This design comes from an exercise in tuning for small area, a short achievable clock period and few clock cycles on the open sky130 flow, not from production work. Where RTL was checked, it was by simulation tests only, not by an equivalence proof against the original. Power is estimated from default activity; no workload was simulated.

Design cnn_conv_top, start of the top module:
module cnn_conv_top (
    input  logic        clk,
    input  logic        reset,
    input  logic        pix_valid,
    output logic        pix_ready,
    input  logic [7:0]  pix_byte,
    output logic        out_valid,
    input  logic        out_ready,
    output logic [15:0] out_data,
    output logic [2:0]  out_channel,
    output logic        out_last
);
Settings: LEC_CHECK=0, CAP_MARGIN=20, CORE_MARGIN=2, CORE_UTILIZATION=40, SLEW_MARGIN=20; clock period 9.0 ns.
standard.sh (not shown) runs the stock make flow with config.mk's settings and CLKGATE_MAP_FILE= SYNTH_SCRIPT=/design/flow/synth_recipe.tcl, a recipe that flattens the netlist after the stock synthesis.
==> flow/flow/run.sh <==
#!/bin/bash
set -o pipefail
cp standard.sh standard.sh.txt
export SETUP_SLACK_MARGIN=6.0
bash standard.sh > standard.log 2>&1
Then changed:
--- a/flow/design.v
+++ b/flow/design.v
@@ -135,26 +135,26 @@
     assign sp  = 14'(r1_p);
     assign sq  = 14'(r1_q);
     assign su  = 14'(r1_u);
     assign sv  = 14'(r1_v);
     assign ssb = $signed({5'd0, r1_sb});
     assign ssd = $signed({5'd0, r1_sd});
     assign sz  = 14'(r2_z);
     assign suv = 14'(r2_uv);
     always_comb begin
         case (cc)
-            3'd0: begin oa = se <<< 3;     ob = ~si;          oc_ = 14'sd0;       ok = 14'sd1;   end
-            3'd1: begin oa = sq <<< 3;     ob = ~(su <<< 3);  oc_ = ~(sp <<< 3);  ok = 14'sd34;  end
-            3'd2: begin oa = ~(sp <<< 2);  ob = ~(sq <<< 2);  oc_ = ~(sv <<< 3);  ok = -14'sd61; end
-            3'd3: begin oa = se <<< 5;     ob = ~(ssb <<< 3); oc_ = ~(ssd <<< 3); ok = 14'sd18;  end
-            3'd4: begin oa = n14;          ob = ~(se <<< 1);  oc_ = 14'sd0;       ok = -14'sd47; end
-            default: begin oa = sz <<< 1;  ob = sz;           oc_ = suv <<< 1;    ok = 14'sd80;  end
+            3'd0: begin oa = se <<< 3;        ob = -si;         oc_ = 14'sd0;    ok = 14'sd0;   end
+            3'd1: begin oa = sq <<< 3;        ob = -(su <<< 3); oc_ = -(sp <<< 3); ok = 14'sd32;  end
+            3'd2: begin oa = -(sp <<< 2);     ob = -(sq <<< 2); oc_ = -(sv <<< 3); ok = -14'sd64; end
+            3'd3: begin oa = se <<< 5;        ob = -(ssb <<< 3); oc_ = -(ssd <<< 3); ok = 14'sd16; end
+            3'd4: begin oa = n14;             ob = -(se <<< 1); oc_ = 14'sd0;    ok = -14'sd48; end
+            default: begin oa = sz <<< 1;     ob = sz;          oc_ = suv <<< 1; ok = 14'sd80;  end
         endcase
     end
     logic [13:0] s1_s, s1_c, csa_s, csa_c, cs1_s, cs1_c;
     always_comb begin
         cs1_s = oa ^ ob ^ oc_;
         cs1_c = ((oa & ob) | (oa & oc_) | (ob & oc_)) << 1;
         csa_s = cs1_s ^ cs1_c ^ ok;
         csa_c = ((cs1_s & cs1_c) | (cs1_s & ok) | (cs1_c & ok)) << 1;
     end
     always_ff @(posedge clk) begin
Outcome: The changed run went through all stages and came out clean; sequential power barely changes; die area rises by 3.9%; non-clock buffer count rises by 19; first-iteration DRC count rises by 20%; cell count rises by 9.2%; clock-buffer cell count rises by 1; core utilization rises by 0.89 points; synthesized cell count rises by 9.7%; design area rises by 6.0%; total power rises by 2.8%.
Function was not checked in any run of this note: the RTL went through the layout flow alone.


The RTL this note starts from:
==> flow/design.v <==
`timescale 1ns/1ps
module cnn_conv_top (
    input  logic        clk,
    input  logic        reset,
    input  logic        pix_valid,
    output logic        pix_ready,
    input  logic [7:0]  pix_byte,
    output logic        out_valid,
    input  logic        out_ready,
    output logic [15:0] out_data,
    output logic [2:0]  out_channel,
    output logic        out_last
);
    localparam int IMG   = 28;
    localparam int DEPTH = 2 * IMG + 3;
    logic [7:0]         in_byte;    
    logic               in_full;
    logic [DEPTH*8-1:0] sr;         
    logic [4:0]         row;        
    logic [4:0]         col;
    logic               busy;       
    logic [6:0]         oh;         
    logic               win_last;   
    logic               s1v;        
    logic               hold;       
    logic               hold_last;
    logic [2:0]         oc;         
    logic               ov;         
    logic take, push, issue, adv_out, s1_take, feed, is_win, full_nx, busy_nx;
    logic [7:0] q_new;
    assign q_new = 8'(({1'b0, in_byte} + 9'd1) >> 1);
    assign take    = pix_valid && pix_ready;
    assign adv_out = !ov || out_ready;
    assign issue   = adv_out && ((oc == 3'd7) ? hold : s1v);
    assign s1_take = issue && (oc != 3'd7);
    assign feed    = busy && (!s1v || s1_take);
    assign push    = in_full && !busy;
    assign is_win  = (row >= 5'd2) && (col >= 5'd2);
    assign full_nx = take || (in_full && !push);
    assign busy_nx = push ? is_win : (busy && !(feed && oh[6]));
    always_ff @(posedge clk) begin
        if (!in_full || push) in_byte <= pix_byte;
        if (push) sr <= {sr[(DEPTH-1)*8-1:0], q_new};
    end
    always_ff @(posedge clk) begin
        if (reset) begin
            in_full   <= 1'b0;
            pix_ready <= 1'b1;
            busy      <= 1'b0;
            oh        <= 7'd1;
            s1v       <= 1'b0;
            hold      <= 1'b0;
            oc        <= 3'd0;
            row       <= 5'd0;
            col       <= 5'd0;
        end else begin
            in_full   <= full_nx;
            busy      <= busy_nx;
            pix_ready <= !full_nx || !busy_nx;
            s1v       <= feed || (s1v && !s1_take);
            if (issue) oc <= oc + 3'd1;
            if (issue && oc == 3'd7) hold <= 1'b0;
            if (feed && oh[6])       hold <= 1'b1;
            if (push) begin
                oh <= 7'd1;
                if (col == 5'(IMG - 1)) begin
                    col <= 5'd0;
                    row <= (row == 5'(IMG - 1)) ? 5'd0 : row + 5'd1;
                end else begin
                    col <= col + 5'd1;
                end
            end else if (feed) begin
                oh <= {oh[5:0], oh[6]};
            end
        end
    end
    always_ff @(posedge clk) begin
        if (push) win_last <= (row == 5'(IMG - 1)) && (col == 5'(IMG - 1));
        if (feed && oh[6]) hold_last <= win_last;
    end
    logic [7:0] a, b, c, d, e, f, g, h, i;
    assign a = sr[58*8 +: 8];
    assign b = sr[57*8 +: 8];
    assign c = sr[56*8 +: 8];
    assign d = sr[30*8 +: 8];
    assign e = sr[29*8 +: 8];
    assign f = sr[28*8 +: 8];
    assign g = sr[2*8 +: 8];
    assign h = sr[1*8 +: 8];
    assign i = sr[0*8 +: 8];
    logic [8:0]         r1_sa, r1_sb, r1_sc, r1_sd;
    logic signed [8:0]  r1_pn, r1_q4, r1_un, r1_vn6;  
    logic signed [9:0]  r1_e3;      
    logic signed [7:0]  r1_em6;     
    logic signed [9:0]  r2_zz, r2_ww;              
    logic [10:0]        r2_n;       
    logic signed [12:0] r3_y;
    logic [14:0]        r4_v7;
    logic signed [13:0] n14, y14;
    logic signed [19:0] w7;
    assign n14 = $signed({3'd0, r2_n});
    assign y14 = 14'(r3_y);
    assign w7  = $signed({y14, 7'd50}) - 20'(y14 <<< 1) - 20'(y14);
    always_ff @(posedge clk) begin
        r1_sa  <= {1'b0, a} + {1'b0, i};
        r1_sb  <= {1'b0, b} + {1'b0, h};
        r1_sc  <= {1'b0, c} + {1'b0, g};
        r1_sd  <= {1'b0, d} + {1'b0, f};
        r1_pn  <= $signed({1'b0, i}) - $signed({1'b0, a});
        r1_q4  <= $signed({1'b0, g}) - $signed({1'b0, c}) + 9'sd4;
        r1_un  <= $signed({1'b0, h}) - $signed({1'b0, b});
        r1_vn6 <= $signed({1'b0, f}) - $signed({1'b0, d}) - 9'sd6;
        r1_e3  <= $signed({1'b0, e, 1'b0}) + $signed({2'd0, e}) - 10'sd3;
        r1_em6 <= 8'(9'sd6 - $signed({1'b0, e}));
        r2_n   <= {2'd0, r1_sa} + {2'd0, r1_sc} + {2'd0, r1_sb} + {2'd0, r1_sd};
        r2_zz  <= 10'(14'(r1_q4) - (14'(r1_pn) <<< 1));
        r2_ww  <= 10'(14'sd28 - 14'(r1_un) - 14'(r1_vn6));
        r3_y   <= 13'((n14 <<< 1) + n14 + 14'(r1_em6));
    end
    always_ff @(posedge clk) begin
        if (!hold) begin
            if (y14 < 14'sd0)          r4_v7 <= 15'd0;
            else if (y14 > 14'sd2096)  r4_v7 <= 15'd32767;
            else                       r4_v7 <= w7[17:3];
        end
    end
    logic signed [13:0] se, si, spn, sq4, sun, svn6, ssb, ssd, szz, sww, oa, ob, oc_;
    assign se   = $signed({6'd0, e});
    assign si   = $signed({6'd0, i});
    assign spn  = 14'(r1_pn);
    assign sq4  = 14'(r1_q4);
    assign sun  = 14'(r1_un);
    assign svn6 = 14'(r1_vn6);
    assign ssb  = $signed({5'd0, r1_sb});
    assign ssd  = $signed({5'd0, r1_sd});
    assign szz  = 14'(r2_zz);
    assign sww  = 14'(r2_ww);
    logic signed [13:0] a0, b0, a1, b1, c1, a2, b2, c2, a3, b3, c3, a4, b4, c4, a5, b5, c5, a6, b6;
    logic signed [13:0] se3;
    assign se3 = 14'(r1_e3);
    assign a0 = (se <<< 3) | 14'sd1;    assign b0 = ~si;
    assign a1 = sq4 <<< 3;              assign b1 = sun <<< 3;     assign c1 = spn <<< 3;
    assign a2 = (spn <<< 2) | 14'sd1;   assign b2 = ~(sq4 <<< 2);  assign c2 = svn6 <<< 3;
    assign a3 = (se <<< 5) | 14'sd18;   assign b3 = ~(ssb <<< 3);  assign c3 = ~(ssd <<< 3);
    assign a4 = n14;                    assign b4 = ~(se <<< 1);   assign c4 = -14'sd47;
    assign a5 = szz <<< 1;              assign b5 = szz;           assign c5 = sww <<< 1;
    assign a6 = (se3 <<< 3) | 14'sd1;   assign b6 = ~(n14 <<< 1);
    assign oa  = ({14{oh[0]}} & a0) | ({14{oh[1]}} & a1) | ({14{oh[2]}} & a2) |
                 ({14{oh[3]}} & a3) | ({14{oh[4]}} & a4) | ({14{oh[5]}} & a5) |
                 ({14{oh[6]}} & a6);
    assign ob  = ({14{oh[0]}} & b0) | ({14{oh[1]}} & b1) | ({14{oh[2]}} & b2) |
                 ({14{oh[3]}} & b3) | ({14{oh[4]}} & b4) | ({14{oh[5]}} & b5) |
                 ({14{oh[6]}} & b6);
    assign oc_ = ({14{oh[1]}} & c1) | ({14{oh[2]}} & c2) | ({14{oh[3]}} & c3) |
                 ({14{oh[4]}} & c4) | ({14{oh[5]}} & c5);
    logic [13:0] s1_s, csa_s, csa_c;
    logic [13:1] s1_c;
    assign csa_s = oa ^ ob ^ oc_;
    assign csa_c = ((oa & ob) | (oa & oc_) | (ob & oc_)) << 1;
    always_ff @(posedge clk) begin
        if (feed) begin
            s1_s <= csa_s;
            s1_c <= csa_c[13:1];
        end
    end
    logic signed [13:0] t1;
    logic [15:0]        res;
    assign t1 = $signed(s1_s + {s1_c, 1'b0});
    always_comb begin
        if (oc == 3'd7)      res = {1'b0, r4_v7};
        else                 res = t1[13] ? 16'd0 : {6'd0, t1[12:3]};
    end
    always_ff @(posedge clk) begin
        if (reset) begin
            out_valid <= 1'b0;
            ov        <= 1'b0;
        end else if (adv_out) begin
            out_valid <= issue;
            ov        <= issue;
        end
    end
    always_ff @(posedge clk) begin
        if (adv_out) begin
            out_data    <= res;
            out_channel <= oc;
            out_last    <= (oc == 3'd7) && hold_last;
        end
    end
endmodule
clock: 9.0 ns
lec_check: 0
cap_margin: 20
core_margin: 2
core_utilization: 50
cts_cluster_diameter: 90
cts_cluster_size: 26
slew_margin: 20
==> flow/flow/run.sh <==
#!/bin/bash
set -o pipefail
cp standard.sh standard.sh.txt
export SETUP_SLACK_MARGIN=6.1
bash standard.sh > standard.log 2>&1
Testbench counts at the start, summed over its fixed seeds: cycles 44,144.
Then changed:
--- a/flow/design.v
+++ b/flow/design.v
@@ -92,14 +92,15 @@
     logic signed [8:0]  r1_pn, r1_q4, r1_un, r1_vn6;  
     logic signed [9:0]  r1_e3;      
     logic signed [7:0]  r1_em6;     
+    logic [9:0]         r2_nac, r2_nbd;
     logic signed [9:0]  r2_zz, r2_ww;              
-    logic [10:0]        r2_n;       
-    logic signed [12:0] r3_y;
-    logic [14:0]        r4_v7;
+    logic [10:0]        r3_n;
+    logic signed [12:0] r4_y;
+    logic [14:0]        r5_v7;
     logic signed [13:0] n14, y14;
     logic signed [19:0] w7;
-    assign n14 = $signed({3'd0, r2_n});
-    assign y14 = 14'(r3_y);
+    assign n14 = $signed({3'd0, r3_n});
+    assign y14 = 14'(r4_y);
     assign w7  = $signed({y14, 7'd50}) - 20'(y14 <<< 1) - 20'(y14);
     always_ff @(posedge clk) begin
         r1_sa  <= {1'b0, a} + {1'b0, i};
@@ -112,36 +113,37 @@
         r1_vn6 <= $signed({1'b0, f}) - $signed({1'b0, d}) - 9'sd6;
         r1_e3  <= $signed({1'b0, e, 1'b0}) + $signed({2'd0, e}) - 10'sd3;
         r1_em6 <= 8'(9'sd6 - $signed({1'b0, e}));
-        r2_n   <= {2'd0, r1_sa} + {2'd0, r1_sc} + {2'd0, r1_sb} + {2'd0, r1_sd};
+        r2_nac <= {1'b0, r1_sa} + {1'b0, r1_sc};
+        r2_nbd <= {1'b0, r1_sb} + {1'b0, r1_sd};
         r2_zz  <= 10'(14'(r1_q4) - (14'(r1_pn) <<< 1));
         r2_ww  <= 10'(14'sd28 - 14'(r1_un) - 14'(r1_vn6));
-        r3_y   <= 13'((n14 <<< 1) + n14 + 14'(r1_em6));
+        r3_n   <= {1'b0, r2_nac} + {1'b0, r2_nbd};
+        r4_y   <= 13'((n14 <<< 1) + n14 + 14'(r1_em6));
     end
     always_ff @(posedge clk) begin
         if (!hold) begin
-            if (y14 < 14'sd0)          r4_v7 <= 15'd0;
-            else if (y14 > 14'sd2096)  r4_v7 <= 15'd32767;
-            else                       r4_v7 <= w7[17:3];
+            if (y14 < 14'sd0)          r5_v7 <= 15'd0;
+            else if (y14 > 14'sd2096)  r5_v7 <= 15'd32767;
+            else                       r5_v7 <= w7[17:3];
         end
     end
-    logic signed [13:0] se, si, spn, sq4, sun, svn6, ssb, ssd, szz, sww, oa, ob, oc_;
+    logic signed [13:0] se, si, spn, sq4, sun, svn6, snbd, szz, sww, oa, ob, oc_;
     assign se   = $signed({6'd0, e});
     assign si   = $signed({6'd0, i});
     assign spn  = 14'(r1_pn);
     assign sq4  = 14'(r1_q4);
     assign sun  = 14'(r1_un);
     assign svn6 = 14'(r1_vn6);
-    assign ssb  = $signed({5'd0, r1_sb});
-    assign ssd  = $signed({5'd0, r1_sd});
+    assign snbd = $signed({4'd0, r2_nbd});
     assign szz  = 14'(r2_zz);
     assign sww  = 14'(r2_ww);
-    logic signed [13:0] a0, b0, a1, b1, c1, a2, b2, c2, a3, b3, c3, a4, b4, c4, a5, b5, c5, a6, b6;
+    logic signed [13:0] a0, b0, a1, b1, c1, a2, b2, c2, a3, b3, a4, b4, c4, a5, b5, c5, a6, b6;
     logic signed [13:0] se3;
     assign se3 = 14'(r1_e3);
     assign a0 = (se <<< 3) | 14'sd1;    assign b0 = ~si;
     assign a1 = sq4 <<< 3;              assign b1 = sun <<< 3;     assign c1 = spn <<< 3;
     assign a2 = (spn <<< 2) | 14'sd1;   assign b2 = ~(sq4 <<< 2);  assign c2 = svn6 <<< 3;
-    assign a3 = (se <<< 5) | 14'sd18;   assign b3 = ~(ssb <<< 3);  assign c3 = ~(ssd <<< 3);
+    assign a3 = (se <<< 5) | 14'sd17;   assign b3 = ~(snbd <<< 3);
     assign a4 = n14;                    assign b4 = ~(se <<< 1);   assign c4 = -14'sd47;
     assign a5 = szz <<< 1;              assign b5 = szz;           assign c5 = sww <<< 1;
     assign a6 = (se3 <<< 3) | 14'sd1;   assign b6 = ~(n14 <<< 1);
@@ -151,7 +153,7 @@
     assign ob  = ({14{oh[0]}} & b0) | ({14{oh[1]}} & b1) | ({14{oh[2]}} & b2) |
                  ({14{oh[3]}} & b3) | ({14{oh[4]}} & b4) | ({14{oh[5]}} & b5) |
                  ({14{oh[6]}} & b6);
-    assign oc_ = ({14{oh[1]}} & c1) | ({14{oh[2]}} & c2) | ({14{oh[3]}} & c3) |
+    assign oc_ = ({14{oh[1]}} & c1) | ({14{oh[2]}} & c2) |
                  ({14{oh[4]}} & c4) | ({14{oh[5]}} & c5);
     logic [13:0] s1_s, csa_s, csa_c;
     logic [13:1] s1_c;
@@ -167,7 +169,7 @@
     logic [15:0]        res;
     assign t1 = $signed(s1_s + {s1_c, 1'b0});
     always_comb begin
-        if (oc == 3'd7)      res = {1'b0, r4_v7};
+        if (oc == 3'd7)      res = {1'b0, r5_v7};
         else                 res = t1[13] ? 16'd0 : {6'd0, t1[12:3]};
     end
     always_ff @(posedge clk) begin
Effect:
- The changed run completed without violations
- total power increases by 1.2%
- synthesized area increases by 1.9%
- clock-buffer cell count decreases by 3
- die area increases by 1.9%
- design area increases by 2.0%
- hold slack barely changes
- routed wire length increases by 4.0%
- final cell count increases by 2.1%
- core utilization hardly moves
For the second run of this note, only the layout was checked, not whether the RTL still works.

what the ideal ports hide:
The results above use ideal ports. As a check the final layouts listed here were re-extracted and re-timed, cells and wires unchanged.
Step 1 sets driving cells, clkbuf_16 on the clock port and buf_2 on the other inputs (assumed; they add their load-dependent delay and slew).
Step 2 also shifts input and output timing later by t, the mid clock arrival at the registers, as if the neighbouring blocks saw the same clock.
Three values: ideal, step 1, step 2; two values: the first two.
run	t, ns	setup slack, ns	latest minus earliest clock arrival (ns)	pins driven straight from the clock port
the first run of note 1	0.680	6.022 / 5.990 / 5.436	0.046 / 0.046	1
the second run of note 1	0.689	5.789 / 5.789 / 5.472	0.034 / 0.034	1
the first run of note 2	0.620	6.089 / 6.029 / 5.619	0.034 / 0.034	1
the second run of note 2	0.639	6.100 / 6.044 / 5.618	0.030 / 0.030	1
After both steps every run listed still meets setup and hold. For the first run of note 1, which loses most, drivers alone change the setup slack by -0.032 ns; drivers and shift together by -0.586 ns.
